Background: an optimization exercise with open tools, aiming at small area, a short achievable clock period and few clock cycles. Do not read the settings as production practice. Where RTL was checked, it was by simulation tests only, not by an equivalence proof against the original. Function not checked in run 3: the RTL went through the layout flow alone. No activity file was given, so power comes from the tool's default toggle rates.

===== design.v =====
module lcd_img_ctrl #(
   parameter int unsigned IMG_W = 8,
   parameter int unsigned DW    = 8,
   parameter int unsigned AW    = 6
) (
   input  logic          clk,
   input  logic          reset,
   input  logic [3:0]    cmd,
   input  logic          cmd_valid,
   output logic          IROM_rd,
   output logic [AW-1:0] IROM_A,
   input  logic [DW-1:0] IROM_Q,
   output logic          IRAM_valid,
   output logic [DW-1:0] IRAM_D,
   output logic [AW-1:0] IRAM_A,
   output logic          busy,
   output logic          done
);
   localparam int NPIX = 64;
   function automatic logic [6:0] pe64(input logic [63:0] v);
      logic [7:0]  any8;
      logic [23:0] lo;
      logic [2:0]  g;
      logic        f;
      for (int i = 0; i < 8; i++) begin
         any8[i] = |v[i*8 +: 8];
         lo[i*3 +: 3] = 3'd0;
         for (int j = 7; j >= 0; j--) if (v[i*8 + j]) lo[i*3 +: 3] = 3'(j);
      end
      g = 3'd0;
      for (int i = 7; i >= 0; i--) if (any8[i]) g = 3'(i);
      f = |any8;
      pe64 = {f, g, lo[g*3 +: 3]};
   endfunction
   function automatic logic [63:0] dec64(input logic [5:0] a);
      dec64 = 64'd1 << a;
   endfunction
   logic [2:0]    x_q, y_q;              
   logic [7:0]    colW, rowW;            
   logic          fin_q;                 
   logic          s1_v, s1_fwd;
   logic [3:0]    s1_op;
   logic          s2_v;
   logic [7:0]    colS2, rowS2;          
   logic [DW-1:0] w_q [4];               
   logic          s2_mx, s2_mn, s2_avg, s2_perm;
   logic [7:0]    s2_src;
   logic          rv1;                   
   logic [AW-1:0] ra1;                   
   logic [NPIX-1:0] req_q;               
   logic [NPIX-1:0] dirty_q;             
   logic            fresh_q;             
   logic [NPIX-1:0] req_v, dirty_v;      
   logic          wv1;
   logic [AW-1:0] wa1;
   logic [DW-1:0] img [0:NPIX-1];
   assign req_v   = req_q;
   assign dirty_v = dirty_q;
   logic ready, s1_adv, take;
   logic [2:0] x_n, y_n;
   logic [7:0] colW_n, rowW_n;
   always_comb begin
      x_n = x_q;
      y_n = y_q;
      colW_n = colW;
      rowW_n = rowW;
      if (take) begin
         case (cmd)
            4'h1: if (!rowW[0]) begin y_n = y_q - 3'd1; rowW_n = rowW >> 1; end
            4'h2: if (!rowW[7]) begin y_n = y_q + 3'd1; rowW_n = rowW << 1; end
            4'h3: if (!colW[0]) begin x_n = x_q - 3'd1; colW_n = colW >> 1; end
            4'h4: if (!colW[7]) begin x_n = x_q + 3'd1; colW_n = colW << 1; end
            default: ;
         endcase
      end
   end
   logic [7:0] colN, rowN;               
   assign colN = colW | (colW << 1) | (colW >> 1);
   assign rowN = rowW | (rowW << 1) | (rowW >> 1);
   logic [NPIX-1:0] winmask, nbmask;
   always_comb begin
      for (int p = 0; p < NPIX; p++) begin
         winmask[p] = rowW[p/8] & colW[p%8];
         nbmask[p]  = rowN[p/8] & colN[p%8];
      end
   end
   logic ready_q, busy_q, rdy_n, s1_v_n;
   logic [NPIX-1:0] req_n;
   assign ready  = ready_q;
   assign s1_adv = s1_v & ready_q;
   assign busy   = busy_q;
   assign take   = cmd_valid & ~busy_q;
   assign rdy_n  = ~fresh_q & (&(req_n | ~winmask));
   always_comb begin
      if (take && cmd >= 4'h5 && cmd <= 4'hB) s1_v_n = 1'b1;
      else if (s1_adv)                        s1_v_n = 1'b0;
      else                                    s1_v_n = s1_v;
   end
   logic [DW-1:0] rd_cls [4];
   logic [AW-1:0] wa_cls [4];
   always_comb begin
      for (int k = 0; k < 4; k++) begin
         logic [2:0] col, row;
         col = 3'd0;
         row = 3'd0;
         for (int c = 0; c < 8; c++) begin
            if (colW[c] && (c % 2) == k % 2) col = 3'(c);
            if (rowW[c] && (c % 2) == k / 2) row = 3'(c);
         end
         wa_cls[k] = {row, col};
         rd_cls[k] = img[{row, col}];
      end
   end
   logic [3:0] byp;
   always_comb begin
      for (int k = 0; k < 4; k++)
         byp[k] = rv1 & rowW[ra1[5:3]] & colW[ra1[2:0]] & (ra1[0] == k[0]) & (ra1[3] == k[1]);
   end
   function automatic logic [1:0] slot_cls(input logic [1:0] slot, input logic a, input logic b);
      slot_cls = {slot[1] ? b : ~b, slot[0] ? a : ~a};
   endfunction
   function automatic logic [1:0] cls_slot(input logic [1:0] k, input logic a, input logic b);
      cls_slot = {k[1] == b, k[0] == a};
   endfunction
   function automatic logic [1:0] perm_src(input logic [3:0] op, input logic [1:0] dst);
      logic [1:0] r;
      r = dst;
      case (op)
         4'h8: case (dst) 2'd0: r = 2'd1; 2'd1: r = 2'd3; 2'd3: r = 2'd2; default: r = 2'd0; endcase
         4'h9: case (dst) 2'd0: r = 2'd2; 2'd2: r = 2'd3; 2'd3: r = 2'd1; default: r = 2'd0; endcase
         4'hA: case (dst) 2'd0: r = 2'd2; 2'd2: r = 2'd0; 2'd1: r = 2'd3; default: r = 2'd1; endcase
         4'hB: case (dst) 2'd0: r = 2'd1; 2'd1: r = 2'd0; 2'd2: r = 2'd3; default: r = 2'd2; endcase
         default: r = dst;
      endcase
      perm_src = r;
   endfunction
   logic [7:0] s1_src;                   
   always_comb begin
      for (int k = 0; k < 4; k++)
         s1_src[k*2 +: 2] = slot_cls(perm_src(s1_op, cls_slot(2'(k), x_q[0], y_q[0])), x_q[0], y_q[0]);
   end
   logic ge01, ge02, ge03, ge12, ge13, ge23;
   assign ge01 = w_q[0] >= w_q[1];
   assign ge02 = w_q[0] >= w_q[2];
   assign ge03 = w_q[0] >= w_q[3];
   assign ge12 = w_q[1] >= w_q[2];
   assign ge13 = w_q[1] >= w_q[3];
   assign ge23 = w_q[2] >= w_q[3];
   logic [3:0] mxw, mnw;
   assign mxw[0] =  ge01 &  ge02 &  ge03;
   assign mxw[1] = ~ge01 &  ge12 &  ge13;
   assign mxw[2] = ~ge02 & ~ge12 &  ge23;
   assign mxw[3] = ~ge03 & ~ge13 & ~ge23;
   assign mnw[0] = ~ge01 & ~ge02 & ~ge03;
   assign mnw[1] =  ge01 & ~ge12 & ~ge13;
   assign mnw[2] =  ge02 &  ge12 & ~ge23;
   assign mnw[3] =  ge03 &  ge13 &  ge23;
   logic [DW+1:0] sum;
   logic [DW:0]   sum01, sum23;
   assign sum01 = {1'b0, w_q[0]} + {1'b0, w_q[1]};
   assign sum23 = {1'b0, w_q[2]} + {1'b0, w_q[3]};
   assign sum   = {1'b0, sum01} + {1'b0, sum23};
   logic [DW-1:0] r_cls [4];
   always_comb begin
      for (int k = 0; k < 4; k++) begin
         r_cls[k] = s2_avg ? sum[DW+1:2] : '0;
         for (int i = 0; i < 4; i++) begin
            if ((s2_mx & mxw[i]) | (s2_mn & mnw[i]) | (s2_perm & (s2_src[k*2 +: 2] == 2'(i))))
               r_cls[k] = r_cls[k] | w_q[i];
         end
      end
   end
   logic [3:0] colS2m4, rowS2m4;       
   always_comb begin
      for (int c = 0; c < 4; c++) begin
         colS2m4[c] = s2_v & (colS2[c] | colS2[c+4]);
         rowS2m4[c] = rowS2[c] | rowS2[c+4];
      end
   end
   logic ld_conf, ld_ok;
   assign ld_conf = colS2m4[ra1[1:0]] & rowS2m4[ra1[4:3]];
   assign ld_ok   = rv1 & ~ld_conf;
   logic [DW-1:0] lane [16];            
   always_comb begin
      for (int l = 0; l < 16; l++) begin
         if (colS2m4[l%4] & rowS2m4[l/4]) lane[l] = r_cls[{l[2], l[0]}];
         else                             lane[l] = IROM_Q;
      end
   end
   logic [NPIX-1:0] we_s2, we_ld, ra1_dec;
   assign ra1_dec = dec64(ra1);
   assign req_n   = ((req_v & ~{NPIX{fresh_q}}) | ({NPIX{IROM_rd}} & dec64(IROM_A))) &
                    ~({NPIX{rv1 & ld_conf}} & ra1_dec);
   always_comb begin
      for (int p = 0; p < NPIX; p++) begin
         we_s2[p] = s2_v & rowS2[p/8] & colS2[p%8];
         we_ld[p] = ld_ok & ra1_dec[p];
      end
   end
   always_ff @(posedge clk) begin
      for (int p = 0; p < NPIX; p++) begin
         if (we_s2[p] | we_ld[p]) img[p] <= lane[((p/8)%4)*4 + (p%8)%4];
      end
   end
   logic [NPIX-1:0] need, m2;
   logic [6:0]      pick_nb, pick_any;
   logic [3:0]      wneed;
   logic [AW-1:0]   pick_win;
   logic            lfound;
   logic [AW-1:0]   laddr;
   assign need     = ~req_v & ~({NPIX{IROM_rd}} & dec64(IROM_A));
   assign m2       = need & nbmask;
   assign pick_nb  = pe64(m2);
   assign pick_any = pe64(need);
   always_comb begin
      for (int k = 0; k < 4; k++) begin
         wneed[k] = 1'b0;
         for (int p = 0; p < NPIX; p++)
            if ((p % 2) == k % 2 && ((p / 8) % 2) == k / 2) wneed[k] = wneed[k] | (need[p] & winmask[p]);
      end
      pick_win = wa_cls[3];
      for (int k = 2; k >= 0; k--) if (wneed[k]) pick_win = wa_cls[k];
      if (|wneed)          begin lfound = 1'b1;        laddr = pick_win;       end
      else if (pick_nb[6]) begin lfound = 1'b1;        laddr = pick_nb[5:0];   end
      else                 begin lfound = pick_any[6]; laddr = pick_any[5:0]; end
   end
   logic [NPIX-1:0] dirty_c;
   logic [6:0]      pick_far, pick_dirty;
   assign dirty_c    = (dirty_v & ~({NPIX{wv1}} & dec64(wa1))) | we_s2;
   assign pick_far   = pe64(dirty_c & ~nbmask);
   assign pick_dirty = pe64(dirty_c);
   logic all_quiet;
   assign all_quiet = fin_q & ~s1_v & ~s2_v & ~(|dirty_v) & (&req_v) & ~IROM_rd & ~rv1 & ~wv1;
   always_ff @(posedge clk) begin
      for (int k = 0; k < 4; k++) begin
         if (s1_fwd)      w_q[k] <= r_cls[k];
         else if (byp[k]) w_q[k] <= IROM_Q;
         else             w_q[k] <= rd_cls[k];
      end
      s2_mx   <= s1_op == 4'h5;
      s2_mn   <= s1_op == 4'h6;
      s2_avg  <= s1_op == 4'h7;
      s2_perm <= s1_op >= 4'h8;
      s2_src  <= s1_src;
      colS2   <= colW;
      rowS2   <= rowW;
      req_q   <= req_n;
      dirty_q <= (dirty_c | we_ld) & ~{NPIX{fresh_q}};
      IRAM_D <= img[wa1];
      IRAM_A <= wa1;
      ra1    <= IROM_A;
      wa1    <= pick_far[6] ? pick_far[5:0] : pick_dirty[5:0];
   end
   always_ff @(posedge clk or posedge reset) begin
      if (reset) begin
         x_q        <= 3'd4;
         y_q        <= 3'd4;
         colW       <= 8'b0001_1000;
         rowW       <= 8'b0001_1000;
         fin_q      <= 1'b0;
         s1_v       <= 1'b0;
         ready_q    <= 1'b0;
         busy_q     <= 1'b0;
         s1_fwd     <= 1'b0;
         s1_op      <= 4'h0;
         s2_v       <= 1'b0;
         rv1        <= 1'b0;
         fresh_q    <= 1'b1;
         wv1        <= 1'b0;
         IROM_rd    <= 1'b1;
         IROM_A     <= AW'(36);
         IRAM_valid <= 1'b0;
         done       <= 1'b0;
      end else begin
         fresh_q <= 1'b0;
         x_q  <= x_n;
         y_q  <= y_n;
         colW <= colW_n;
         rowW <= rowW_n;
         if (take && cmd == 4'h0) fin_q <= 1'b1;
         s1_v    <= s1_v_n;
         ready_q <= rdy_n;
         busy_q  <= (fin_q | (take && cmd == 4'h0)) | (s1_v_n & ~rdy_n);
         if (take && cmd >= 4'h5 && cmd <= 4'hB) begin
            s1_op  <= cmd;
            s1_fwd <= s1_adv;
         end
         s2_v <= s1_adv;
         rv1     <= IROM_rd;
         IROM_rd <= lfound | fresh_q;
         IROM_A  <= fresh_q ? AW'(35) : laddr;
         wv1        <= pick_dirty[6] & ~fresh_q;
         IRAM_valid <= wv1;
         if (all_quiet) done <= 1'b1;
      end
   end
endmodule

===== flow/run.sh =====
#!/bin/bash
# Own flow: the standard layout (standard synthesis, floorplan, placement, CTS, routing)
# at the design's clock period and constraints, with repair_timing asked to leave extra
# setup margin so that it also speeds up paths that already meet the 12 ns clock.
# The make output goes to flow_make.log here; each ORFS step keeps its own log under orfs/logs.
set -euo pipefail
bash standard.sh SETUP_SLACK_MARGIN=7.5 finish > flow_make.log 2>&1

===== standard.sh =====
#!/bin/bash
# synth_recipe.tcl (not shown) runs the flow's synth.tcl, then flattens the netlist and writes it again
# the make line also repeats each setting of config.mk as NAME=value (left out here)
make -C /OpenROAD-flow-scripts/flow DESIGN_CONFIG=/design/flow/config.mk WORK_HOME=/design/flow/orfs CLKGATE_MAP_FILE= SYNTH_SCRIPT=/design/flow/synth_recipe.tcl "${@:-finish}"

===== config.mk =====
export PLATFORM = sky130hd
export DESIGN_NAME = lcd_img_ctrl
export DESIGN_NICKNAME = lcd_img_ctrl
export VERILOG_FILES = /design/flow/design.v
export SDC_FILE = /design/flow/constraint.sdc
export NUM_CORES = 4
export LEC_CHECK = 0
export CAP_MARGIN = 20
export CELL_PAD_IN_SITES_DETAIL_PLACEMENT = 1
export CELL_PAD_IN_SITES_GLOBAL_PLACEMENT = 2
export CORE_MARGIN = 2
export CORE_UTILIZATION = 60
export PLACE_DENSITY = 0.7
export SLEW_MARGIN = 20

===== constraint.sdc =====
create_clock -name core_clock -period 12.0 [get_ports {clk}]
set_input_delay 2.4000 -clock core_clock [delete_from_list [all_inputs] [get_ports {clk}]]
set_output_delay 2.4000 -clock core_clock [all_outputs]
set_load 0.01 [all_outputs]

==> results of run 1 <==
==> cell families after synthesis <==
| kind of cell | synth area share |
|---|---|
| simple gates | 0.182 |
| buf+inv | 0.0338 |
| other cells | 0.0000838 |
| mux | 0.0118 |
| fa+ha+maj | 0.0225 |
| compound gates | 0.285 |
| flops | 0.462 |
| xor+xnor | 0.00235 |
==> results.ini, run 1 <==
[outcome]
status = stopped before the end
failed_stage = 3_1_place_gp_skip_io
first-error = [ERROR GPL-0301] Utilization 108.911 % exceeds 100%.

[yosys]
synth-seq-cells = 766
synth_warnings = 7
synthTopCellsByArea = edfxtp_1, dfxtp_1, a22oi_1, nand2_1, a21oi_1
synth.largest_area_cell = edfxtp_1
syn_inst = 4751
synth.distinct_cells = 119
syn-num-nets = 4837
synth_area_per_cell_sq_um = 9.42
ys_seq_area_frac = 0.462
yosys.cell_count.top_type = nand2_1
synth-main-ff-cell = edfxtp_1
syn_area_sq_mm = 0.0447
synth-async-reset-ratio = 0.0522
synth_edf_count = 512
synth_common_cells = nand2_1, edfxtp_1, a22oi_1
synth_top_area_share = 0.344

[die]
start_util = 0.604
die_w_um = 277
core.rowCount = 100
dieHeight_um = 277

Testbench counts, summed over its fixed seeds: cycles 4,547.
==> inputs of run 2 (changes only) <==
==> run.sh (new file) <==
#!/bin/bash
# synth_recipe.tcl (not shown) runs the flow's synth.tcl, then flattens the netlist and writes it again
# the make line also repeats each setting of config.mk as NAME=value (left out here)
make -C /OpenROAD-flow-scripts/flow DESIGN_CONFIG=/design/flow/config.mk WORK_HOME=/design/flow/orfs CLKGATE_MAP_FILE= SYNTH_SCRIPT=/design/flow/synth_recipe.tcl finish
removed: flow/run.sh
removed: standard.sh
==> run 2 against run 1 <==
Against the previous run: the flow again stops in 3_1_place_gp_skip_io; synthesized cell count is the same; synthesized area stayed put.
==> results.ini, run 2 <==
[yosys]
synth_top_area_share = 0.344  ; unchanged
synth_edf_count = 512  ; unchanged
synth-async-reset-ratio = 0.0522  ; unchanged
synth.largest_area_cell = edfxtp_1
yosys.cell_count.top_type = nand2_1
syn-num-nets = 4837  ; unchanged
synth_common_cells = nand2_1, edfxtp_1, a22oi_1
syn_inst = 4751  ; unchanged
synthTopCellsByArea = edfxtp_1, dfxtp_1, a22oi_1, nand2_1, a21oi_1
syn_area_sq_mm = 0.0447  ; unchanged
ys_seq_area_frac = 0.462  ; unchanged
synth-seq-cells = 766  ; unchanged
synth_area_per_cell_sq_um = 9.42  ; unchanged
synth-main-ff-cell = edfxtp_1
synth_warnings = 7  ; unchanged
synth.distinct_cells = 119  ; unchanged

[die]
start_util = 0.604  ; unchanged
core.rowCount = 100  ; unchanged
dieHeight_um = 277  ; unchanged
die_w_um = 277  ; unchanged

[outcome]
status = stopped before the end
failed_stage = 3_1_place_gp_skip_io
first-error = [ERROR GPL-0301] Utilization 108.911 % exceeds 100%.

run 2: cell counts after synthesis:
No cell type changed its count.
run 2: kinds of logic after synthesis:
kind of cell,count (synthesis),synth area share
AND/OR/NAND/NOR,1645,0.182
buffers and inverters,373,0.0338
XOR/XNOR,12,0.00235
AO/OA/AOI/OAI,1838,0.285
other,1,0.0000838
adder cells (fa/ha/maj),71,0.0225
flip-flops,766,0.462
multiplexers,45,0.0118
==> inputs of run 3 (changes only) <==
--- a/design.v
+++ b/design.v
@@ -226,7 +226,13 @@
    end
    logic [NPIX-1:0] dirty_c;
    logic [6:0]      pick_far, pick_dirty;
-   assign dirty_c    = (dirty_v & ~({NPIX{wv1}} & dec64(wa1))) | we_s2;
+   logic [3:0] chg;
+   logic [NPIX-1:0] dset_s2;
+   always_comb begin
+      for (int k = 0; k < 4; k++) chg[k] = r_cls[k] != w_q[k];
+      for (int p = 0; p < NPIX; p++) dset_s2[p] = we_s2[p] & chg[{(p / 8) % 2 == 1, p % 2 == 1}];
+   end
+   assign dirty_c    = (dirty_v & ~({NPIX{wv1}} & dec64(wa1))) | dset_s2;
    assign pick_far   = pe64(dirty_c & ~nbmask);
    assign pick_dirty = pe64(dirty_c);
    logic all_quiet;
==> flow/run.sh (new file) <==
#!/bin/bash
# Own flow: the standard layout (standard synthesis, floorplan, placement, CTS, routing)
# at the design's clock period and constraints, with repair_timing asked to leave extra
# setup margin so that it also speeds up paths that already meet the 12 ns clock.
# The make output goes to flow_make.log here; each ORFS step keeps its own log under orfs/logs.
set -euo pipefail
bash standard.sh SETUP_SLACK_MARGIN=7.5 finish > flow_make.log 2>&1
==> standard.sh (new file) <==
#!/bin/bash
# synth_recipe.tcl (not shown) runs the flow's synth.tcl, then flattens the netlist and writes it again
# the make line also repeats each setting of config.mk as NAME=value (left out here)
make -C /OpenROAD-flow-scripts/flow DESIGN_CONFIG=/design/flow/config.mk WORK_HOME=/design/flow/orfs CLKGATE_MAP_FILE= SYNTH_SCRIPT=/design/flow/synth_recipe.tcl "${@:-finish}"
==> config.mk (replaced) <==
export PLATFORM = sky130hd
export DESIGN_NAME = lcd_img_ctrl
export DESIGN_NICKNAME = lcd_img_ctrl
export VERILOG_FILES = /design/flow/design.v
export SDC_FILE = /design/flow/constraint.sdc
export NUM_CORES = 4
export LEC_CHECK = 0
export CAP_MARGIN = 20
export CELL_PAD_IN_SITES_DETAIL_PLACEMENT = 0
export CELL_PAD_IN_SITES_GLOBAL_PLACEMENT = 1
export CORE_MARGIN = 2
export CORE_UTILIZATION = 50
export PLACE_DENSITY = 0.75
export SLEW_MARGIN = 20
removed: run.sh
==> run 3 against run 2 <==
Against the previous run: the run fails in 5_1_grt; synthesized area up 1.8%; synthesized cell count increased by 3.8%.
==> results.ini, run 3 <==
[outcome]
status = stopped before the end
failed_stage = 5_1_grt
first-error = [ERROR GRT-0232] Routing congestion too high. Check the congestion heatmap in the GUI.

[clocking]
tritoncts.num_buffers = 85
root_buffer = clkbuf_16
ctsHoldBuffers = 0
clock-sinks = 766
htreeDepth = 3
clock_path_buffers = 3

[yosys]
synth_common_cells = nand2_1, a21oi_1, edfxtp_1
synth-main-ff-cell = edfxtp_1
syn-num-nets = 5018  ; +3.7%
syn_area_sq_mm = 0.0455  ; +1.8%
muxShareOfSynthArea = 0.0120  ; +0.000206
synth.largest_area_cell = edfxtp_1
yosys.cell_count.top_type = nand2_1
synthXorXnorAreaFrac = 0.00231  ; -0.0000409
synthTopCellsByArea = edfxtp_1, dfxtp_1, a21oi_1, nand2_1, a22oi_1
synth_top_area_share = 0.338  ; -0.00598
synth-async-reset-ratio = 0.0522  ; unchanged
synth-seq-cells = 766  ; unchanged
syn_inst = 4932  ; +3.8%
synthSimpleGateAreaFrac = 0.177  ; -0.00509
synth_edf_count = 512  ; unchanged
synth.distinct_cells = 124  ; +4.2%
synth_compound_area_frac = 0.300  ; +0.0141
synth_area_per_cell_sq_um = 9.23  ; -2.0%
synth_warnings = 7  ; unchanged
ys_seq_area_frac = 0.454  ; -0.00804
synthAdderAreaFrac = 0.0222  ; -0.000392
synth_top_family_by_area = compound AO/OA/AOI/OAI gates

[global_routing]
gr-total-overflow = 1
grt_max_degree = 83
grt.total_usage = 0.641

[placed_design]
place_congestion = 1.27
hpwl_mm = 218
post_dp_cell_area_sq_mm = 0.0482
port_buffers = 38

[die]
start_util = 0.505  ; -0.0989
dieHeight_um = 306  ; +10%
core.rowCount = 110  ; +10%
die_w_um = 306  ; +10%
io-pin-count = 39

run 3: changes by cell type after synthesis, sizes merged, moves of 39 or more:
cell / delta
a22oi: -141
a21oi: +174
a2111oi: -50
o21ai: -39
buf: -47
a221oi: +53
nand3: +51
a22o: +47
nor2b: +68
run 3: worst max path at each step:
| stage | from | endpoint | slack, ns | cells after the start |
|---|---|---|---|---|
| after floorplan | w_q[1][1] | wa1[1] | 5.75 | 25 |
| after global placement | w_q[2][3] | wa1[1] | 4.21 | 22 |
| after detailed placement | w_q[2][1] | wa1[1] | 4.14 | 22 |
| after CTS | w_q[0][1] | wa1[1] | 5.22 | 25 |
run 3: repair_timing:
action,in CTS
gates resized for setup,332
setup endpoints to repair,471
pin swaps,96
cloned,5
setup buffers,126
run 3: metal layers:
metal  track usage  overflow
met4         0.582         0
met5         0.188         0
met3         0.431         0
met2         0.817         0
met1         0.691         1
run 3: cell families after synthesis:
| logic type | after synthesis |
|---|---|
| AO/OA/AOI/OAI | 1959 |
| AND/OR/NAND/NOR | 1693 |
| flip-flops | 766 |
| buffers and inverters | 383 |
| adder cells (fa/ha/maj) | 71 |
| multiplexers | 47 |
| XOR/XNOR | 12 |
| other | 1 |
run 3: power by group through the flow:
| stage | sequential (uW) | clock [uW] | combinational (uW) |
|---|---|---|---|
| CTS | 3380 | 2850 | 8030 |
| detailed placement | 3430 | 0 | 6500 |
| global placement | 3430 | 0 | 6540 |
| floorplan | 3250 | 0 | 3730 |
run 3: metrics by stage:
| step | std cells | utilization | setup slack, ns |
|---|---|---|---|
| 2_1_floorplan | 4932 | - | 5.75 |
| 3_3_place_gp | 6060 | 0.534 | 4.21 |
| 3_5_place_dp | 6062 | 0.534 | 4.14 |
| 4_1_cts | 6352 | 0.598 | 5.22 |
==> inputs of run 4 (changes only) <==
--- a/design.v
+++ b/design.v
@@ -108,7 +108,7 @@
             if (rowW[c] && (c % 2) == k / 2) row = 3'(c);
          end
          wa_cls[k] = {row, col};
-         rd_cls[k] = img[{row, col}];
+         rd_cls[k] = img[{row[2:1], k[1], col[2:1], k[0]}];
       end
    end
    logic [3:0] byp;
@@ -226,13 +226,26 @@
    end
    logic [NPIX-1:0] dirty_c;
    logic [6:0]      pick_far, pick_dirty;
-   logic [3:0] chg;
+   logic [15:0] eqm;                    
+   logic [3:0]  chg, unch;
    logic [NPIX-1:0] dset_s2;
    always_comb begin
-      for (int k = 0; k < 4; k++) chg[k] = r_cls[k] != w_q[k];
+      for (int i = 0; i < 4; i++)
+         for (int j = 0; j < 4; j++)
+            eqm[i*4+j] = (i == j) ? 1'b1 : (w_q[i] == w_q[j]);
+      for (int k = 0; k < 4; k++) begin
+         unch[k] = s2_avg & eqm[0*4+1] & eqm[0*4+2] & eqm[0*4+3];
+         for (int i = 0; i < 4; i++) begin
+            if ((s2_mx & mxw[i]) | (s2_mn & mnw[i]) | (s2_perm & (s2_src[k*2 +: 2] == 2'(i))))
+               unch[k] = unch[k] | eqm[i*4+k];
+         end
+         chg[k] = ~unch[k];
+      end
       for (int p = 0; p < NPIX; p++) dset_s2[p] = we_s2[p] & chg[{(p / 8) % 2 == 1, p % 2 == 1}];
    end
-   assign dirty_c    = (dirty_v & ~({NPIX{wv1}} & dec64(wa1))) | dset_s2;
+   logic [NPIX-1:0] dirty_k;             
+   assign dirty_k    = dirty_v & ~({NPIX{wv1}} & dec64(wa1));
+   assign dirty_c    = dirty_k;
    assign pick_far   = pe64(dirty_c & ~nbmask);
    assign pick_dirty = pe64(dirty_c);
    logic all_quiet;
@@ -251,7 +264,7 @@
       colS2   <= colW;
       rowS2   <= rowW;
       req_q   <= req_n;
-      dirty_q <= (dirty_c | we_ld) & ~{NPIX{fresh_q}};
+      dirty_q <= (dirty_k | dset_s2 | we_ld) & ~{NPIX{fresh_q}};
       IRAM_D <= img[wa1];
       IRAM_A <= wa1;
       ra1    <= IROM_A;
--- a/flow/run.sh
+++ b/flow/run.sh
@@ -4,4 +4,4 @@
 # setup margin so that it also speeds up paths that already meet the 12 ns clock.
 # The make output goes to flow_make.log here; each ORFS step keeps its own log under orfs/logs.
 set -euo pipefail
-bash standard.sh SETUP_SLACK_MARGIN=7.5 finish > flow_make.log 2>&1
+bash standard.sh SETUP_SLACK_MARGIN=8 finish > flow_make.log 2>&1
==> config.mk (replaced) <==
export PLATFORM = sky130hd
export DESIGN_NAME = lcd_img_ctrl
export DESIGN_NICKNAME = lcd_img_ctrl
export VERILOG_FILES = /design/flow/design.v
export SDC_FILE = /design/flow/constraint.sdc
export NUM_CORES = 4
export LEC_CHECK = 0
export CAP_MARGIN = 20
export CELL_PAD_IN_SITES_DETAIL_PLACEMENT = 1
export CELL_PAD_IN_SITES_GLOBAL_PLACEMENT = 2
export CORE_MARGIN = 2
export CORE_UTILIZATION = 33
export CTS_BUF_LIST = sky130_fd_sc_hd__clkbuf_4 sky130_fd_sc_hd__clkbuf_8
export PLACE_DENSITY = 0.38
export SLEW_MARGIN = 20
==> run 4 against run 3 <==
Against the previous run: the run now finishes clean; synthesized cell count fell by 6.7%; synthesized area fell by 2.4%.
==> results.ini, run 4 <==
[clocking]
ctsHoldBuffers = 0  ; unchanged
tritoncts.num_buffers = 148  ; +74%
clk_pin_slew_ns = 0.07
cts_tree = yes
insertion_delay_ns = 0.98
root_buffer = clkbuf_8
clock_path_buffers = 3  ; unchanged
htreeDepth = 4  ; +1
clock-sinks = 766  ; unchanged

[yosys]
synth-async-reset-ratio = 0.0522  ; unchanged
synth.largest_area_cell = edfxtp_1
syn_area_sq_mm = 0.0444  ; -2.4%
synth.distinct_cells = 109  ; -12%
yosys.cell_count.top_type = nor2_1
synthTopCellsByArea = edfxtp_1, dfxtp_1, a22oi_1, nor2_1, a31oi_1
synth_area_per_cell_sq_um = 9.65  ; +4.6%
synth_common_cells = nor2_1, edfxtp_1, a22oi_1
ys_seq_area_frac = 0.465  ; +0.0111
syn_inst = 4603  ; -6.7%
syn-num-nets = 4689  ; -6.6%
synth_top_area_share = 0.346  ; +0.00822
synth-seq-cells = 766  ; unchanged
synth_edf_count = 512  ; unchanged
synth_warnings = 7  ; unchanged
synth-main-ff-cell = edfxtp_1

[cells_and_area]
final_cell_mix = edfxtp_1, nor2_1, a22oi_1
final_core_util = 0.408
final_common_cell = edfxtp_1
nets = 4915
area_growth_pct = 22.6
top_regs = img (512), dirty_q (64), req_q (64)
regMostFlops = img
drive_above_1_share = 0.227
largest_reg_flops = 512

[global_routing]
grt_max_degree = 62
grt_pass1_wl_mm = 442
gr-total-overflow = 0
antenna_found_initial = 23
grt.total_usage = 0.479
grt_pass1_vias = 47008

[critical_path]
critPathKind = reg2reg
critical_path_required_ns = 12.79
end_kind = flop
critPathMaxFanout = 27
arrival_ns = 4.92
r2r_cells = 10
reg2reg_slack_ns = 7.87
cp-start-kind = flop

[placed_design]
hpwl_mm = 252  ; +15%
dp_slack_ns = 6.95  ; +2.82 ns
port_buffers = 38  ; unchanged
place_congestion = 1.11  ; -13%

[sta]
finClkSkew_ns = 0.0660
drv_slew = 0
hold_slack_ns = 0.492
fin_ws_ns = 7.87
worst_pin_slew_ns = 1.29
final_hold_viol_count = 0
fmax_mhz = 242
setup_viol = 0
period_needed_ns = 4.13
finalCritPeriodShare = 0.344
relSlewSlack = 0.138
rsz0062_at_grt = true
setup_tns_ns = 0

[outcome]
status = finished clean

[worst_hold_path]
min_path_cells = 1
hold_class = reg2reg

[drt]
drt_iter0_drc = 7921
wl_mm = 338
via_per_inst = 7.39
detail_route.wl_per_cell_um = 50.2
first_pass_iters = 9
postRouteAntennaNets = 0
drcViolationCount = 0
vias = 49741

[die]
core.rowCount = 134  ; +22%
dieArea_sq_mm = 0.138
core_region_area_sq_mm = 0.134
io-pin-count = 39  ; unchanged
die_w_um = 371  ; +21%
start_util = 0.333  ; -0.172
dieHeight_um = 371  ; +21%

[pwr]
report.power.total_uw = 7080
power_density_mw_per_mm2 = 130
power_leakage_uw = 0.0189
worst_ir_drop_vdd_mv = 0.120

[job]
maxCapViolations = 0

==> run 4: changes by cell type after synthesis, moves of 56 or more <==
cell	before	now
a21oi_1	537	249
a31oi_1	43	200
a2111oi_0	18	74
nand2_1	640	274
nor2_1	387	545
a22oi_1	319	466
a22o_1	100	36
o21ai_0	266	182
==> run 4: what timing repair did <==
action / in CTS / in global routing
endpoints found under the setup margin: 662 / 772
pin swaps: 27 / 37
hold endpoints to repair: 0 / 0
gates resized for setup: 342 / 251
gates cloned: 1 / 4
setup buffers: 58 / 41
==> run 4: logic make-up (layout without fill, tap and decap cells) <==
| family | Yosys count | count (layout) | synth area share |
|---|---|---|---|
| other | 1 | 13 | 0.0000844 |
| and+or+nand+nor | 1488 | 1491 | 0.167 |
| adders and majority gates | 71 | 71 | 0.0227 |
| muxes | 44 | 44 | 0.0121 |
| DFF | 766 | 766 | 0.465 |
| buffers and inverters | 398 | 742 | 0.0361 |
| AOI/OAI and AO/OA | 1825 | 1825 | 0.295 |
| xor gates and xnor gates | 10 | 10 | 0.00197 |
==> run 4: worst paths after layout <==
kind | startpoint | endpoint
max | colW[7] | w_q[1][4]
min in group asynchronous | reset | colW[1]
min | x_q[0] | x_q[0]
min reg2reg | x_q[0] | x_q[0]
max in group asynchronous | reset | rowW[7]
max reg2reg | colW[7] | w_q[1][4]
==> run 4: where the power goes <==
part / total (uW) / internal (uW) / switching [uW]
combinational: 1240 / 396 / 842
clock: 2860 / 1530 / 1330
sequential: 2980 / 2870 / 107
total: 7080 / 4800 / 2280
==> run 4: area by class of cell <==
cell class | count | area (sq um)
Sequential cell | 766 | 20800
Clock inverter | 75 | 671
Timing Repair Buffer | 390 | 3260
Fill cell | 14730 | 79200
Tap cell | 1768 | 2210
Multi-Input combinational cell | 3442 | 24800
Antenna cell | 12 | 30.0
Clock buffer | 196 | 2470
Inverter | 81 | 313
==> run 4: worst max-delay path: stages (launching register included) <==
cell and delay (ns):
dfrtp_2 0.33, buf_4 0.30, buf_6 0.38, nand2b_1 0.37
buf_4 0.31, nor2_1 0.30, a221o_1 0.43, a2111oi_0 0.76
a311oi_2 0.32, a211oi_1 0.30, a31oi_1 0.07
==> run 4: metrics by stage <==
stage / cells / area, sq um
floorplan: 4603 / 44500
global placement: 6336 / 48000
detailed placement: 6339 / 48000
CTS: 6669 / 52800
global route: 6720 / 54400
finish: 6730 / 54500
==> run 4: layer usage <==
metal | wire (um) | GRT usage | vias up
met5 | 141 | 0.00559 | -
met4 | 36600 | 0.403 | 16
met3 | 38200 | 0.151 | 1296
met2 | 141000 | 0.706 | 4121
met1 | 122000 | 0.566 | 25194
li1 | - | - | 19114
Testbench counts of run 4, summed over its fixed seeds: cycles 4,436.
==> inputs of run 5 (changes only) <==
==> run.sh (new file) <==
#!/bin/bash
# synth_recipe.tcl (not shown) runs the flow's synth.tcl, then flattens the netlist and writes it again
# the make line also repeats each setting of config.mk as NAME=value (left out here)
make -C /OpenROAD-flow-scripts/flow DESIGN_CONFIG=/design/flow/config.mk WORK_HOME=/design/flow/orfs CLKGATE_MAP_FILE= SYNTH_SCRIPT=/design/flow/synth_recipe.tcl finish
--- a/config.mk
+++ b/config.mk
@@ -9,7 +9,7 @@
 export CELL_PAD_IN_SITES_DETAIL_PLACEMENT = 1
 export CELL_PAD_IN_SITES_GLOBAL_PLACEMENT = 2
 export CORE_MARGIN = 2
-export CORE_UTILIZATION = 33
+export CORE_UTILIZATION = 35
 export CTS_BUF_LIST = sky130_fd_sc_hd__clkbuf_4 sky130_fd_sc_hd__clkbuf_8
-export PLACE_DENSITY = 0.38
+export PLACE_DENSITY = 0.45
 export SLEW_MARGIN = 20
removed: flow/run.sh
removed: standard.sh
==> run 5 against run 4 <==
Against the previous run: still clean; final cell count is 3.1% lower; sequential share of layout area is 2.2 points higher; clock power about the same; total power is 2.4% lower; hold slack is essentially flat; sequential power about the same.
==> results.ini, run 5 <==
[cells_and_area]
area_growth_pct = 15.3
n_fill_cell = 14081  ; -4.4%
nets = 4827  ; -1.8%
regMostFlops = img
top_regs = img (512), dirty_q (64), req_q (64)
largest_reg_flops = 512  ; unchanged
final_cell_mix = nor2_1, edfxtp_1, a22oi_1
final_core_util = 0.407  ; about the same
drive_above_1_share = 0.143  ; -0.0844
final_cells = 6524  ; -3.1%
final_common_cell = nor2_1

[global_routing]
gr-total-overflow = 0  ; unchanged
grt.total_usage = 0.476  ; -0.00311
grt_pass1_vias = 46130  ; -1.9%
grt_max_degree = 63  ; +1.6%
grt_pass1_wl_mm = 420  ; -5.1%
antenna_found_initial = 24  ; +4.3%

[drt]
wl_mm = 316  ; -6.3%
postRouteAntennaNets = 0  ; unchanged
via_per_inst = 7.48  ; +1.2%
first_pass_iters = 9  ; unchanged
detail_route.wl_per_cell_um = 48.5  ; -3.4%
drt_iter0_drc = 8434  ; +6.5%
drcViolationCount = 0  ; unchanged
vias = 48796  ; -1.9%

[yosys]
synth.distinct_cells = 109  ; unchanged
ys_seq_area_frac = 0.465  ; unchanged
synth-main-ff-cell = edfxtp_1
synth_area_per_cell_sq_um = 9.65  ; unchanged
synth_common_cells = nor2_1, edfxtp_1, a22oi_1
syn_area_sq_mm = 0.0444  ; unchanged
syn-num-nets = 4689  ; unchanged
synth-seq-cells = 766  ; unchanged
synth-async-reset-ratio = 0.0522  ; unchanged
syn_inst = 4603  ; unchanged
synth_warnings = 7  ; unchanged
yosys.cell_count.top_type = nor2_1
synth_top_area_share = 0.346  ; unchanged
synthTopCellsByArea = edfxtp_1, dfxtp_1, a22oi_1, nor2_1, a31oi_1
synth_edf_count = 512  ; unchanged
synth.largest_area_cell = edfxtp_1

[sta]
worst_pin_slew_ns = 1.38  ; +0.0888 ns
relSlewSlack = 0.0788  ; -0.0593
finalCritPeriodShare = 0.423  ; +0.0788
setup_viol = 0  ; unchanged
period_needed_ns = 5.08  ; +0.946 ns
rsz0062_at_grt = false
drv_slew = 0  ; unchanged
finClkSkew_ns = 0.0515  ; -0.0144 ns
fmax_mhz = 197  ; -19%
final_hold_viol_count = 0  ; unchanged
setup_tns_ns = 0  ; unchanged

[critical_path]
max_stage_delay_ns = 0.72  ; -0.04 ns
critical_path_required_ns = 12.76  ; -0.03 ns
cp.buffers_inverters = 2  ; -1
arrival_ns = 5.84  ; +0.92 ns
worstSetupStartpoint = colW[6]
critPathKind = reg2reg
worstPathCellList = buf_4 > buf_4 > nand2b_1 > nor2_1 > a22oi_1 > nand3_1 > a2111oi_0 > a211oi_1 > a211oi_1 > a21oi_1
cp-start-kind = flop
timing.rr.start = colW[6]
critPathMaxFanout = 27  ; unchanged
cp_slowest_cell = a2111oi_0
end_kind = flop
crit_family = compound AO/OA/AOI/OAI gates

[die]
die_w_um = 360  ; -2.9%
start_util = 0.353  ; +0.0209
core.rowCount = 130  ; -3.0%
dieArea_sq_mm = 0.130  ; -5.7%
core_region_area_sq_mm = 0.126  ; -5.9%
io-pin-count = 39  ; unchanged
dieHeight_um = 360  ; -2.9%

[clocking]
insertion_delay_ns = 0.96  ; -0.02 ns
clk_pin_slew_ns = 0.07  ; about the same
tritoncts.num_buffers = 147  ; -0.68%
clock_path_buffers = 3  ; unchanged
root_buffer = clkbuf_8
ctsHoldBuffers = 0  ; unchanged
cts_tree = yes
cts_setup_buffers = 0  ; -100%
htreeDepth = 4  ; unchanged
post_cts_resized = 0  ; -100%
clock-sinks = 766  ; unchanged

[outcome]
status = finished clean

[placed_design]
hpwl_mm = 236  ; -6.3%
placedCellCount = 6229  ; -1.7%
place_congestion = 1.18  ; +6.8%
port_buffers = 38  ; unchanged

[worst_hold_path]
min_from = fin_q
hold_class = reg2reg

[pwr]
worst_ir_drop_vdd_mv = 0.118  ; -2.0%
power_leakage_uw = 0.0178  ; -5.6%
power_density_mw_per_mm2 = 135  ; +3.8%

[job]
maxCapViolations = 0  ; unchanged

run 5: cell counts after synthesis:
Identical to the previous run, type by type.
run 5: routing by layer:
metal / vias to the layer above / global-route usage / share of wire
met5: - / 0.00555 / 0.00057
met4: 16 / 0.394 / 0.11
met3: 1206 / 0.170 / 0.12
met2: 4075 / 0.692 / 0.42
met1: 24577 / 0.562 / 0.36
li1: 18922 / - / -
run 5: layout make-up:
type	instances	area (sq um)	share of cell area
Tap cell	1650	2060	0.0403
Timing Repair Buffer	306	2430	0.0474
Clock inverter	62	554	0.0108
Clock buffer	205	2560	0.0499
Sequential cell	766	20700	0.404
Inverter	81	304	0.00593
Antenna cell	15	37.5	0.000733
Multi-Input combinational cell	3439	22600	0.441
run 5: worst register-to-register path, cell delays in order, from the launching register on:
cell and delay, ns:
dfrtp_2 0.51, buf_4 0.50, buf_4 0.62, nand2b_1 0.70
nor2_1 0.41, a22oi_1 0.24, nand3_1 0.10, a2111oi_0 0.72
a211oi_1 0.44, a211oi_1 0.56, a21oi_1 0.11
run 5: cells by family after synthesis:
logic type / count (synthesis) / share of synthesized area
AOI/OAI and AO/OA: 1825 / 0.295
xor gates and xnor gates: 10 / 0.00197
adders and majority gates: 71 / 0.0227
buffers and inverters: 398 / 0.0361
DFF: 766 / 0.465
muxes: 44 / 0.0121
other: 1 / 0.0000844
and+or+nand+nor: 1488 / 0.167
run 5: through the flow:
stage / power [uW] / hold slack [ns] / setup slack, ns / cell area (sq um)
after floorplan: 3500 / 0.326 / 7.78 / 44400
after global placement: 4020 / 0.471 / 6.95 / 47800
after detailed placement: 4030 / 0.467 / 7.12 / 47800
after CTS: 6840 / 0.493 / 7.02 / 51000
after global routing: 7060 / 0.513 / 6.74 / 51200
final: 6910 / 0.493 / 6.92 / 51200
run 5: power by group:
| group | internal, uW | switching [uW] |
|---|---|---|
| Clock | 1530 | 1330 |
| Sequential | 2870 | 98.6 |
| Combinational | 339 | 749 |
| Total | 4730 | 2180 |
run 5: path summary, 6_finish.rpt:
check / slack [ns] / cells after the start / end
setup / recovery: 6.92 / 10 / w_q[2][6]
hold / removal: 0.49 / 1 / fin_q
setup reg to reg: 6.92 / 10 / w_q[2][6]
hold reg to reg: 0.49 / 1 / fin_q
max in group asynchronous: 9.60 / 3 / colW[4]
min in group asynchronous: 1.81 / 2 / colW[5]
==> inputs of run 6 (changes only) <==
==> flow/run.sh (new file) <==
#!/bin/bash
# Own flow: the standard layout (standard synthesis, floorplan, placement, CTS, routing)
# at the design's clock period and constraints, with repair_timing asked to leave extra
# setup margin so that it also speeds up paths that already meet the 12 ns clock. Buffer
# removal is skipped in repair_timing so that no net is left close to its slew limit.
# The make output goes to flow_make.log here; each ORFS step keeps its own log under orfs/logs.
set -euo pipefail
bash standard.sh SETUP_SLACK_MARGIN=8 SKIP_BUFFER_REMOVAL=1 finish > flow_make.log 2>&1
==> standard.sh (new file) <==
#!/bin/bash
# synth_recipe.tcl (not shown) runs the flow's synth.tcl, then flattens the netlist and writes it again
# the make line also repeats each setting of config.mk as NAME=value (left out here)
make -C /OpenROAD-flow-scripts/flow DESIGN_CONFIG=/design/flow/config.mk WORK_HOME=/design/flow/orfs CLKGATE_MAP_FILE= SYNTH_SCRIPT=/design/flow/synth_recipe.tcl "${@:-finish}"
==> config.mk (replaced) <==
export PLATFORM = sky130hd
export DESIGN_NAME = lcd_img_ctrl
export DESIGN_NICKNAME = lcd_img_ctrl
export VERILOG_FILES = /design/flow/design.v
export SDC_FILE = /design/flow/constraint.sdc
export NUM_CORES = 4
export LEC_CHECK = 0
export CAP_MARGIN = 25
export CELL_PAD_IN_SITES_DETAIL_PLACEMENT = 1
export CELL_PAD_IN_SITES_GLOBAL_PLACEMENT = 2
export CORE_MARGIN = 2
export CORE_UTILIZATION = 35
export CTS_BUF_LIST = sky130_fd_sc_hd__clkbuf_8
export CTS_CLUSTER_DIAMETER = 50
export CTS_CLUSTER_SIZE = 14
export PLACE_DENSITY = 0.42
export SLEW_MARGIN = 25
removed: run.sh
==> run 6 against run 5 <==
Against the previous run: clock skew grew 0.014 ns; routed wire length is essentially flat; combinational power grew 8%; register-to-register slack gained 0.86 ns; non-clock buffer count grew 59; global-route usage shrank 0.32 points; synthesized area is the same; via count grew 0.62%; hold slack lost 0.0092 ns; core utilization grew 1.5 points; critical path type unchanged; largest cell class unchanged; largest power group unchanged.
==> results.ini, run 6 <==
[outcome]
status = finished clean

[yosys]
syn_inst = 4603  ; unchanged
synth.largest_area_cell = edfxtp_1
synth-seq-cells = 766  ; unchanged
synth-main-ff-cell = edfxtp_1
synth_area_per_cell_sq_um = 9.65  ; unchanged
syn-num-nets = 4689  ; unchanged
ys_seq_area_frac = 0.465  ; unchanged
synth-async-reset-ratio = 0.0522  ; unchanged
synth_edf_count = 512  ; unchanged
synth_top_area_share = 0.346  ; unchanged
synthTopCellsByArea = edfxtp_1, dfxtp_1, a22oi_1, nor2_1, a31oi_1
syn_area_sq_mm = 0.0444  ; unchanged
synth.distinct_cells = 109  ; unchanged
synth_common_cells = nor2_1, edfxtp_1, a22oi_1
yosys.cell_count.top_type = nor2_1
synth_warnings = 7  ; unchanged

[sta]
finalCritPeriodShare = 0.352  ; -0.0716
finClkSkew_ns = 0.0658  ; +0.0143 ns
fin_ws_ns = 7.78  ; +0.859 ns
drv_slew = 0  ; unchanged
worst_pin_slew_ns = 1.33  ; -0.0461 ns
fmax_mhz = 237  ; +20%
relSlewSlack = 0.107  ; +0.0284
final_hold_viol_count = 0  ; unchanged
setup_viol = 0  ; unchanged
setup_tns_ns = 0  ; unchanged
rsz0062_at_grt = true
hold_slack_ns = 0.483  ; -0.00916 ns
period_needed_ns = 4.22  ; -0.859 ns

[cells_and_area]
top_regs = img (512), dirty_q (64), req_q (64)
regMostFlops = img
area_growth_pct = 19.5
final_core_util = 0.422  ; +0.0149
largest_reg_flops = 512  ; unchanged
final_cell_mix = edfxtp_1, nor2_1, a22oi_1
drive_above_1_share = 0.207  ; +0.0640
final_common_cell = edfxtp_1
nets = 4848  ; +0.44%
final_cells = 6527  ; +0.046%

[die]
core.rowCount = 130  ; unchanged
dieHeight_um = 360  ; unchanged
io-pin-count = 39  ; unchanged
start_util = 0.353  ; unchanged
die_w_um = 360  ; unchanged
core_region_area_sq_mm = 0.126  ; unchanged
dieArea_sq_mm = 0.130  ; unchanged

[clocking]
root_buffer = clkbuf_8
htreeDepth = 3  ; -1
clock_path_buffers = 3  ; unchanged
cts_tree = yes
ctsHoldBuffers = 0  ; unchanged
clock-sinks = 766  ; unchanged
insertion_delay_ns = 0.93  ; -0.03 ns
tritoncts.num_buffers = 108  ; -27%
clk_pin_slew_ns = 0.08  ; about the same

[critical_path]
timing.rr.start = colW[6]
end_kind = flop
arrival_ns = 5.02  ; -0.82 ns
cp-start-kind = flop
critical_path_required_ns = 12.80  ; +0.04 ns
critPathKind = reg2reg
critPathMaxFanout = 33  ; +22%
worstSetupStartpoint = colW[6]

[placed_design]
dp_slack_ns = 7.04  ; -0.0739 ns
place_congestion = 1.10  ; -6.8%
hpwl_mm = 234  ; -1.0%
port_buffers = 38  ; unchanged
placedCellCount = 6231  ; +0.032%

[drt]
detail_route.wl_per_cell_um = 48.5  ; about the same
via_per_inst = 7.52  ; +0.57%
wl_mm = 317  ; about the same
drt_iter0_drc = 7698  ; -8.7%
vias = 49097  ; +0.62%
drcViolationCount = 0  ; unchanged
postRouteAntennaNets = 0  ; unchanged
first_pass_iters = 9  ; unchanged

[global_routing]
gr-total-overflow = 0  ; unchanged
grt.total_usage = 0.473  ; -0.00323
grt_pass1_vias = 46396  ; +0.58%
grt_pass1_wl_mm = 420  ; about the same
grt_max_degree = 63  ; unchanged
antenna_found_initial = 24  ; unchanged

[pwr]
swShare = 0.337  ; +0.0221
worst_ir_drop_vdd_mv = 0.118  ; -0.14%
internal-power_uw = 4370  ; -7.6%
combPwrFrac = 0.179  ; +0.022
power_density_mw_per_mm2 = 124  ; -7.9%
power_leakage_uw = 0.0182  ; +2.3%
power_switching_uw = 2220  ; +2.2%
p_clk_frac = 0.371  ; -0.042
p_seq_frac = 0.450  ; +0.021

[job]
maxCapViolations = 0  ; unchanged

[worst_hold_path]
min_from = s1_op[3]
hold_class = reg2reg

[run 6: metrics by stage]
| stage | instance area [sq um] | total power (uW) |
|---|---|---|
| final | 53100 | 6590 |
| after detailed placement | 48000 | 4030 |
| after global placement | 47900 | 4020 |
| after global routing | 53100 | 6720 |
| after CTS | 52000 | 6470 |
| after floorplan | 44500 | 3500 |
[run 6: final timing paths]
| check | end | slack [ns] | cells past startpoint |
|---|---|---|---|
| worst max-delay path | w_q[2][5] | 7.78 | 10 |
| worst min-delay path | s2_perm | 0.48 | 0 |
| worst max register to register | w_q[2][5] | 7.78 | 10 |
| worst min register to register | s2_perm | 0.48 | 0 |
| max in group asynchronous | wv1 | 9.38 | 2 |
| min in group asynchronous | IROM_A[0] | 1.98 | 2 |
[run 6: timing repair]
item | 4_1_cts | 5_1_grt
gates resized for setup | 299 | 183
setup endpoints to repair | 811 | 619
buffers inserted | 46 | 23
cloned | 0 | 1
pin swaps | 17 | 12
[run 6: final cells by class]
cell class,count,area (sq um)
clock inverters,92,942
clock buffers,111,1530
diodes,22,55.1
repair buffers,365,3020
flip-flops and latches,766,20800
multi-input cells,3440,24400
fillers,13894,72600
well taps,1650,2060
inverters,81,309
[run 6: critical path, cell delays in order (launching register included)]
cell and delay [ns]:
dfrtp_2 0.45, buf_4 0.29, buf_6 0.29, or3b_2 0.68, nor2_1 0.62, a22oi_1 0.23
nand4_1 0.14, nor2_1 0.06, a211oi_1 0.98, a211oi_1 0.11, a31oi_1 0.20
[run 6: power by group through the flow]
stage | Clock [uW] | Sequential [uW] | Combinational [uW]
CTS | 2440 | 2960 | 1070
finish | 2450 | 2960 | 1180
floorplan | 0 | 2960 | 541
global route | 2540 | 2970 | 1210
global placement | 0 | 3010 | 1010
detailed placement | 0 | 3010 | 1010
[run 6: kinds of logic after synthesis]
group | count (synthesis) | synth area share
fa+ha+maj | 71 | 0.0227
mux | 44 | 0.0121
simple gates | 1488 | 0.167
xor+xnor | 10 | 0.00197
buf+inv | 398 | 0.0361
flops | 766 | 0.465
other cells | 1 | 0.0000844
compound gates | 1825 | 0.295
[run 6: metal layers]
metal | GRT usage | wire length (um)
met1 | 0.564 | 114000
met2 | 0.689 | 131000
met3 | 0.145 | 36500
met4 | 0.413 | 35400
met5 | 0.00185 | 105
==> inputs of run 7 (changes only) <==
--- a/design.v
+++ b/design.v
@@ -177,8 +177,8 @@
          rowS2m4[c] = rowS2[c] | rowS2[c+4];
       end
    end
-   logic ld_conf, ld_ok;
-   assign ld_conf = colS2m4[ra1[1:0]] & rowS2m4[ra1[4:3]];
+   logic ld_conf, ld_ok, ld_conf_q;
+   assign ld_conf = ld_conf_q;
    assign ld_ok   = rv1 & ~ld_conf;
    logic [DW-1:0] lane [16];            
    always_comb begin
@@ -265,6 +265,8 @@
       rowS2   <= rowW;
       req_q   <= req_n;
       dirty_q <= (dirty_k | dset_s2 | we_ld) & ~{NPIX{fresh_q}};
+      ld_conf_q <= s1_adv & (colW[IROM_A[1:0]] | colW[{1'b1, IROM_A[1:0]}]) &
+                            (rowW[IROM_A[4:3]] | rowW[{1'b1, IROM_A[4:3]}]);
       IRAM_D <= img[wa1];
       IRAM_A <= wa1;
       ra1    <= IROM_A;
--- a/config.mk
+++ b/config.mk
@@ -15,3 +15,4 @@
 export CTS_CLUSTER_SIZE = 14
 export PLACE_DENSITY = 0.42
 export SLEW_MARGIN = 25
+export TNS_END_PERCENT = 60
==> run 7 against run 6 <==
Against the previous run: worst setup slack improved by 0.063 ns; clock skew grew 0.0015 ns; synthesized area fell by 0.49%; critical endpoint is now img[34][7]; non-clock buffer count rose by 34; total power is 0.29% higher.
==> results.ini, run 7 <==
[critical_path]
critPathKind = reg2reg
arrival_ns = 4.79  ; -0.23 ns
critical_path_required_ns = 12.63  ; -0.17 ns
cp-start-kind = flop
end_kind = flop
critPathMaxFanout = 5  ; -85%

[drt]
vias = 48820  ; -0.56%
drcViolationCount = 0  ; unchanged
wl_mm = 315  ; -0.42%
drt_iter0_drc = 8022  ; +4.2%
postRouteAntennaNets = 0  ; unchanged
first_pass_iters = 10  ; +1
detail_route.wl_per_cell_um = 47.4  ; -2.3%
via_per_inst = 7.34  ; -2.4%

[clocking]
insertion_delay_ns = 0.94  ; about the same
clock_path_buffers = 3  ; unchanged
clk_pin_slew_ns = 0.08  ; about the same
ctsHoldBuffers = 0  ; unchanged
htreeDepth = 3  ; unchanged
clock-sinks = 767  ; +0.13%
root_buffer = clkbuf_8
tritoncts.num_buffers = 108  ; unchanged
cts_tree = yes

[cells_and_area]
final_cell_mix = nand2_1, edfxtp_1, a22oi_1
register_area_sq_mm = 0.0208  ; +0.11%
largest_reg_flops = 512  ; unchanged
drive_above_1_share = 0.192  ; -0.0144
regMostFlops = img
area_growth_pct = 20.2
nets = 4978  ; +2.7%
multi_input_area_sq_mm = 0.0239  ; -2.3%
final_common_cell = nand2_1
final_cells = 6651  ; +1.9%
n_fill_cell = 14016  ; +0.88%
top_regs = img (512), dirty_q (64), req_q (64)

[global_routing]
grt_max_degree = 65  ; +3.2%
gr-total-overflow = 0  ; unchanged
grt_pass1_vias = 46101  ; -0.64%
antenna_found_initial = 20  ; -17%
grt_pass1_wl_mm = 418  ; -0.34%
grt.total_usage = 0.471  ; -0.00138

[sta]
rsz0062_at_grt = true
finClkSkew_ns = 0.0673  ; +0.00151 ns
setup_viol = 0  ; unchanged
final_hold_viol_count = 0  ; unchanged
finalCritPeriodShare = 0.346  ; -0.00522
fmax_mhz = 241  ; +1.5%
drv_slew = 0  ; unchanged
period_needed_ns = 4.16  ; -0.0626 ns
relSlewSlack = 0.163  ; +0.0554
worst_pin_slew_ns = 1.25  ; -0.0822 ns
setup_tns_ns = 0  ; unchanged

[job]
maxCapViolations = 0  ; unchanged

[yosys]
yosys.cell_count.top_type = nand2_1
synth_common_cells = nand2_1, edfxtp_1, a22oi_1
syn_area_sq_mm = 0.0442  ; -0.49%
synthTopCellsByArea = edfxtp_1, dfxtp_1, a22oi_1, nand2_1, a21oi_1
synth-async-reset-ratio = 0.0522  ; -0.0000681
synth.largest_area_cell = edfxtp_1
syn_inst = 4676  ; +1.6%
synth_area_per_cell_sq_um = 9.46  ; -2.0%
synth_top_area_share = 0.348  ; +0.00170
synth_edf_count = 512  ; unchanged
synth.distinct_cells = 102  ; -6.4%
ys_seq_area_frac = 0.468  ; +0.00274
syn-num-nets = 4762  ; +1.6%
synth-seq-cells = 767  ; +0.13%
synth_warnings = 7  ; unchanged
synth-main-ff-cell = edfxtp_1

[pwr]
worst_ir_drop_vdd_mv = 0.102  ; -13%
power_leakage_uw = 0.0188  ; +3.0%
power_density_mw_per_mm2 = 124  ; +0.17%

[die]
core_region_area_sq_mm = 0.126  ; -0.13%
dieHeight_um = 359  ; -0.24%
core.rowCount = 130  ; unchanged
die_w_um = 359  ; -0.24%
start_util = 0.352  ; -0.00128
io-pin-count = 39  ; unchanged
dieArea_sq_mm = 0.129  ; -0.49%

[placed_design]
place_congestion = 1.07  ; -2.8%
port_buffers = 38  ; unchanged
placedCellCount = 6310  ; +1.3%
hpwl_mm = 235  ; +0.47%

[worst_hold_path]
hold_class = reg2reg

[outcome]
status = finished clean

==> run 7: changes by cell type in the layout (fill, tap and decap cells not counted), moves of 21 or more <==
cell / previous run / this run
nand2_1: 267 / 538
nor2_1: 487 / 319
a31oi_1: 138 / 80
a31oi_2: 54 / 4
a21oi_1: 242 / 291
o22ai_1: 16 / 64
o21ai_1: 18 / 61
o21ai_0: 149 / 182
a41o_1: 33 / 1
o21ai_2: 14 / 41
a32oi_1: 11 / 33
buf_4: 297 / 318
==> run 7: cell type report <==
class	count	share of cell area
sequential	767	0.391
clock buffer	114	0.0295
antenna	16	0.000753
inverter	88	0.00624
multi-input combinational	3528	0.449
clock inverter	89	0.0200
tap	1650	0.0388
timing repair buffer	399	0.0650
==> run 7: kinds of logic (layout without fill, tap and decap cells) <==
family                     count (synthesis)  count (layout)  synth area share
and+or+nand+nor                         1552            1555             0.172
muxes                                     57              57            0.0150
buffers and inverters                    384             690            0.0335
AOI/OAI and AO/OA                       1833            1833             0.287
other                                      1              17         0.0000848
xor gates and xnor gates                  11              11           0.00218
DFF                                      767             767             0.468
adders and majority gates                 71              71            0.0228
==> run 7: path summary, 6_finish.rpt <==
kind | cells past startpoint | startpoint | to | slack (ns)
worst min register to register | 1 | ready_q | s1_v | 0.47
worst max register to register | 15 | w_q[2][1] | img[34][7] | 7.84
worst min-delay path | 1 | ready_q | s1_v | 0.47
worst max-delay path | 15 | w_q[2][1] | img[34][7] | 7.84
min in group asynchronous | 3 | reset | y_q[0] | 2.01
max in group asynchronous | 3 | reset | IROM_A[4] | 9.38
==> run 7: metrics by stage <==
step	setup slack (ns)	total power [uW]	util	hold WS, ns	cell area [sq um]
floorplan	7.98	3460	-	0.326	44200
global placement	6.99	3930	0.379	0.479	47500
detailed placement	6.87	3940	0.379	0.484	47600
CTS	7.76	6530	0.414	0.476	51900
global route	7.69	6750	0.423	0.495	53100
finish	7.84	6610	0.423	0.475	53200
==> run 7: worst max-delay path, cell delays in order (launching register included) <==
cell and delay, ns:
dfxtp_4 0.37, fa_1 0.58, fa_1 0.44, and3b_2 0.22, fa_2 0.34, a21o_1 0.18
a21oi_2 0.15, o21bai_1 0.09, a21oi_2 0.16, nor2b_1 0.07, o21a_1 0.17, o21a_2 0.23
a221o_1 0.28, a221oi_2 0.20, buf_6 0.26, o21ai_4 0.09
==> run 7: layer usage <==
layer,track usage,vias up,part of all wire,wire length [um]
li1,-,19046,-,-
met1,0.575,24496,0.37,116000
met2,0.696,3984,0.42,131000
met3,0.131,1284,0.11,34200
met4,0.382,10,0.11,33100
met5,0,-,0.00057,181
==> run 7: where the power goes <==
part / internal, uW / switching [uW]
sequential: 2870 / 89.2
clock: 1230 / 1340
combinational: 360 / 729
==> run 7: timing repair <==
action	CTS	global route
cloned	6	3
pin swaps	24	37
gates resized for setup	309	217
endpoints found under the setup margin	627	615
setup buffers	69	43
Testbench counts of run 7, summed over its fixed seeds: cycles 4,436.
==> inputs of run 8 (changes only) <==
--- a/config.mk
+++ b/config.mk
@@ -9,10 +9,9 @@
 export CELL_PAD_IN_SITES_DETAIL_PLACEMENT = 1
 export CELL_PAD_IN_SITES_GLOBAL_PLACEMENT = 2
 export CORE_MARGIN = 2
-export CORE_UTILIZATION = 35
+export CORE_UTILIZATION = 33
 export CTS_BUF_LIST = sky130_fd_sc_hd__clkbuf_8
 export CTS_CLUSTER_DIAMETER = 50
 export CTS_CLUSTER_SIZE = 14
-export PLACE_DENSITY = 0.42
+export PLACE_DENSITY = 0.38
 export SLEW_MARGIN = 25
-export TNS_END_PERCENT = 60
==> run 8 against run 7 <==
Against the previous run: core utilization down 2.4 points; critical path depth down 3; design area increased by 0.14%; combinational power barely moved; maximum frequency shrank 1.0%; total power down 1.4%; clock power decreased by 4%; non-clock buffer count up 16; first-iteration DRC count shrank 4.7%; hold slack improved by 0.015 ns; critical path type unchanged; critical endpoint is now wa1[0]; largest power group unchanged; highest routed layer unchanged.
==> results.ini, run 8 <==
[outcome]
status = finished clean

[clocking]
insertion_delay_ns = 0.94  ; about the same
clk_pin_slew_ns = 0.07  ; about the same
clock_path_buffers = 3  ; unchanged
clock-sinks = 767  ; unchanged
root_buffer = clkbuf_8
htreeDepth = 3  ; unchanged
tritoncts.num_buffers = 107  ; -0.93%
cts_tree = yes

[cells_and_area]
final_cell_mix = nand2_1, edfxtp_1, a22oi_1
final_core_util = 0.400  ; -0.0240
top_regs = img (512), dirty_q (64), req_q (64)
drive_above_1_share = 0.191  ; -0.00101
area_growth_pct = 20.4
final_common_cell = nand2_1
nets = 4993  ; +0.30%
regMostFlops = img
largest_reg_flops = 512  ; unchanged
n_fill_cell = 15005  ; +7.1%

[die]
dieArea_sq_mm = 0.137  ; +6.0%
start_util = 0.332  ; -0.0204
core_region_area_sq_mm = 0.133  ; +6.1%
core.rowCount = 134  ; +3.1%
io-pin-count = 39  ; unchanged
die_w_um = 370  ; +3.0%
dieHeight_um = 370  ; +3.0%

[critical_path]
cp-start-kind = flop
r2r_cells = 12  ; -3
worstPathCellList = buf_12 > or3b_4 > buf_4 > o21ai_2 > nand2_1 > or4b_1 > or4_1 > and2_4 > a22oi_2 > o211a_1 > o22ai_1 > a211o_1
arrival_ns = 4.98  ; +0.19 ns
timing.rr.end = wa1[0]
timing.rr.start = wv1
critPathKind = reg2reg
max_stage_delay_ns = 0.59  ; about the same
critical_path_required_ns = 12.78  ; +0.15 ns
reg2reg_slack_ns = 7.80  ; -0.04 ns
end_kind = flop
cp_slowest_cell = or4_1
critPathMaxFanout = 23  ; +18

[sta]
finalCritPeriodShare = 0.350  ; +0.00353
period_needed_ns = 4.20  ; +0.0423 ns
drv_slew = 0  ; unchanged
final_hold_viol_count = 0  ; unchanged
fmax_mhz = 238  ; -1.0%
rsz0062_at_grt = true
finClkSkew_ns = 0.0898  ; +0.0224 ns
setup_viol = 0  ; unchanged
worst_pin_slew_ns = 1.20  ; -0.0479 ns
relSlewSlack = 0.197  ; +0.0346
setup_tns_ns = 0  ; unchanged

[worst_hold_path]
min_to = IRAM_A[0]
hold_class = reg2reg
min_from = wa1[0]
min_path_cells = 0  ; -1

[yosys]
synth_edf_count = 512  ; unchanged
synth-seq-cells = 767  ; unchanged
syn-num-nets = 4762  ; unchanged
syn_area_sq_mm = 0.0442  ; unchanged
synth.largest_area_cell = edfxtp_1
syn_inst = 4676  ; unchanged
synth_top_area_share = 0.348  ; unchanged
synthTopCellsByArea = edfxtp_1, dfxtp_1, a22oi_1, nand2_1, a21oi_1
synth_common_cells = nand2_1, edfxtp_1, a22oi_1
yosys.cell_count.top_type = nand2_1
synth-main-ff-cell = edfxtp_1
synth.distinct_cells = 102  ; unchanged
synth_area_per_cell_sq_um = 9.46  ; unchanged
synth_warnings = 7  ; unchanged
ys_seq_area_frac = 0.468  ; unchanged
synth-async-reset-ratio = 0.0522  ; unchanged

[global_routing]
gr-total-overflow = 0  ; unchanged
grt_pass1_vias = 45734  ; -0.80%
antenna_found_initial = 18  ; -10%
grt.total_usage = 0.455  ; -0.0162
grt_max_degree = 67  ; +3.1%
grt_pass1_wl_mm = 423  ; +1.1%

[drt]
met1_length_mm = 119  ; +2.2%
dr.max_layer_used = met5
vias = 48233  ; -1.2%
wl_met2_mm = 135  ; +2.5%
dr_wl_met3_mm = 32.4  ; -5.3%
drcViolationCount = 0  ; unchanged
via_per_inst = 7.12  ; -3.1%
first_pass_iters = 7  ; -3
drt_iter0_drc = 7644  ; -4.7%
wl_mm = 320  ; +1.4%
postRouteAntennaNets = 0  ; unchanged
detail_route.wl_per_cell_um = 47.2  ; -0.48%

[placed_design]
hpwl_mm = 239  ; +1.9%
place_congestion = 1.08  ; +0.78%
port_buffers = 38  ; unchanged

[pwr]
power_density_mw_per_mm2 = 122  ; -1.6%
worst_ir_drop_vdd_mv = 0.0981  ; -4.0%
power_leakage_uw = 0.0187  ; -0.44%

[job]
maxCapViolations = 0  ; unchanged

## run 8: changes by cell type in the layout (fill, tap and decap cells not counted), sizes merged
cell / before / now
buf: 364 / 379
dlymetal6s2s: 13 / 0
dlygate4sd2: 4 / 15
clkinv: 31 / 38
diode: 16 / 9
clkdlybuf4s50: 11 / 14
clkinvlp: 9 / 6
inv: 125 / 122
bufinv: 12 / 10
clkdlybuf4s15: 0 / 2
clkbuf: 116 / 115
## run 8: per-stage QoR
stage	hold slack, ns	area, sq um	cells	total power [uW]	setup WS (ns)
floorplan	0.326	44200	4676	3460	7.98
global placement	0.398	47900	6456	3950	6.50
detailed placement	0.412	48000	6458	3950	6.91
CTS	0.483	52200	6729	6440	7.78
global route	0.502	53200	6772	6670	7.70
finish	0.490	53300	6778	6520	7.80
## run 8: kinds of logic (layout without fill, tap and decap cells)
group / Yosys count / after routing / synth area share
AOI/OAI and AO/OA: 1833 / 1833 / 0.287
and+or+nand+nor: 1552 / 1555 / 0.172
DFF: 767 / 767 / 0.468
buffers and inverters: 384 / 706 / 0.0335
adders and majority gates: 71 / 71 / 0.0228
muxes: 57 / 57 / 0.0150
xor gates and xnor gates: 11 / 11 / 0.00218
other: 1 / 10 / 0.0000848
## run 8: per-layer routing
metal	vias to the layer above	GRT usage
li1	19076	-
met1	24392	0.564
met4	6	0.366
met2	3632	0.676
met5	-	0
met3	1127	0.107
## run 8: power breakdown
group / leakage [uW] / switching [uW] / total [uW] / internal [uW]
Clock: 0.00132 / 1290 / 2470 / 1180
Combinational: 0.0106 / 745 / 1090 / 349
Sequential: 0.00682 / 87.8 / 2960 / 2870
Total: 0.0187 / 2130 / 6520 / 4390
## run 8: cell type report
type / instances / area (sq um) / share of cell area
Multi-Input combinational cell: 3528 / 23800 / 0.448
Sequential cell: 767 / 20800 / 0.390
Timing Repair Buffer: 415 / 3520 / 0.0662
Tap cell: 1768 / 2210 / 0.0415
Clock buffer: 115 / 1580 / 0.0297
Clock inverter: 88 / 950 / 0.0178
Inverter: 88 / 334 / 0.00627
Antenna cell: 9 / 22.5 / 0.000423
## run 8: critical path: cells and delay by family, from the launching register on
family / cells / cell delay [ns]
compound gates: 5 / 1.10
buf+inv: 2 / 0.45
flops: 1 / 0.43
simple gates: 5 / 2.06
## run 8: how the worst max path moves through the flow
stage          startpoint         end  slack (ns)  cells after the start
2_1_floorplan   w_q[0][0]  img[17][7]        7.98                     16
3_3_place_gp       wa1[4]      wa1[1]        6.50                     10
3_5_place_dp          wv1      wa1[0]        6.91                     11
4_1_cts               wv1      wa1[0]        7.78                     12
5_1_grt               wv1      wa1[0]        7.70                     12
6_report              wv1      wa1[0]        7.80                     12
## run 8: repair_timing
action	CTS	global route
buffers inserted	63	36
hold buffers	0	0
cloned	5	4
pin swaps	26	37
gates resized for setup	351	204
endpoints found under the setup margin	618	565

[static timing again, ports no longer ideal]
No port has a modelled driver above. Below, the same layouts with a new extraction and two added sets of constraints. Step 1: set_driving_cell puts a clkbuf_16 on clk and a buf_2 on each other input, an assumption about the parent block. Step 2 also shifts input and output timing later by t, the mid clock arrival at the registers, as if the neighbouring blocks saw the same clock. Slacks: ideal ports / drivers / drivers and shift; pairs: ideal ports / drivers.
| run | t, ns | setup slack, ns |
|---|---|---|
| run 4 | 1.020 | 7.868 / 7.830 / 7.275 |
| run 5 | 1.018 | 6.922 / 6.921 / 6.922 |
| run 6 | 0.976 | 7.781 / 7.781 / 7.319 |
| run 7 | 0.989 | 7.844 / 7.844 / 7.392 |
| run 8 | 0.974 | 7.801 / 7.801 / 7.300 |
After both steps every run listed still meets setup and hold.
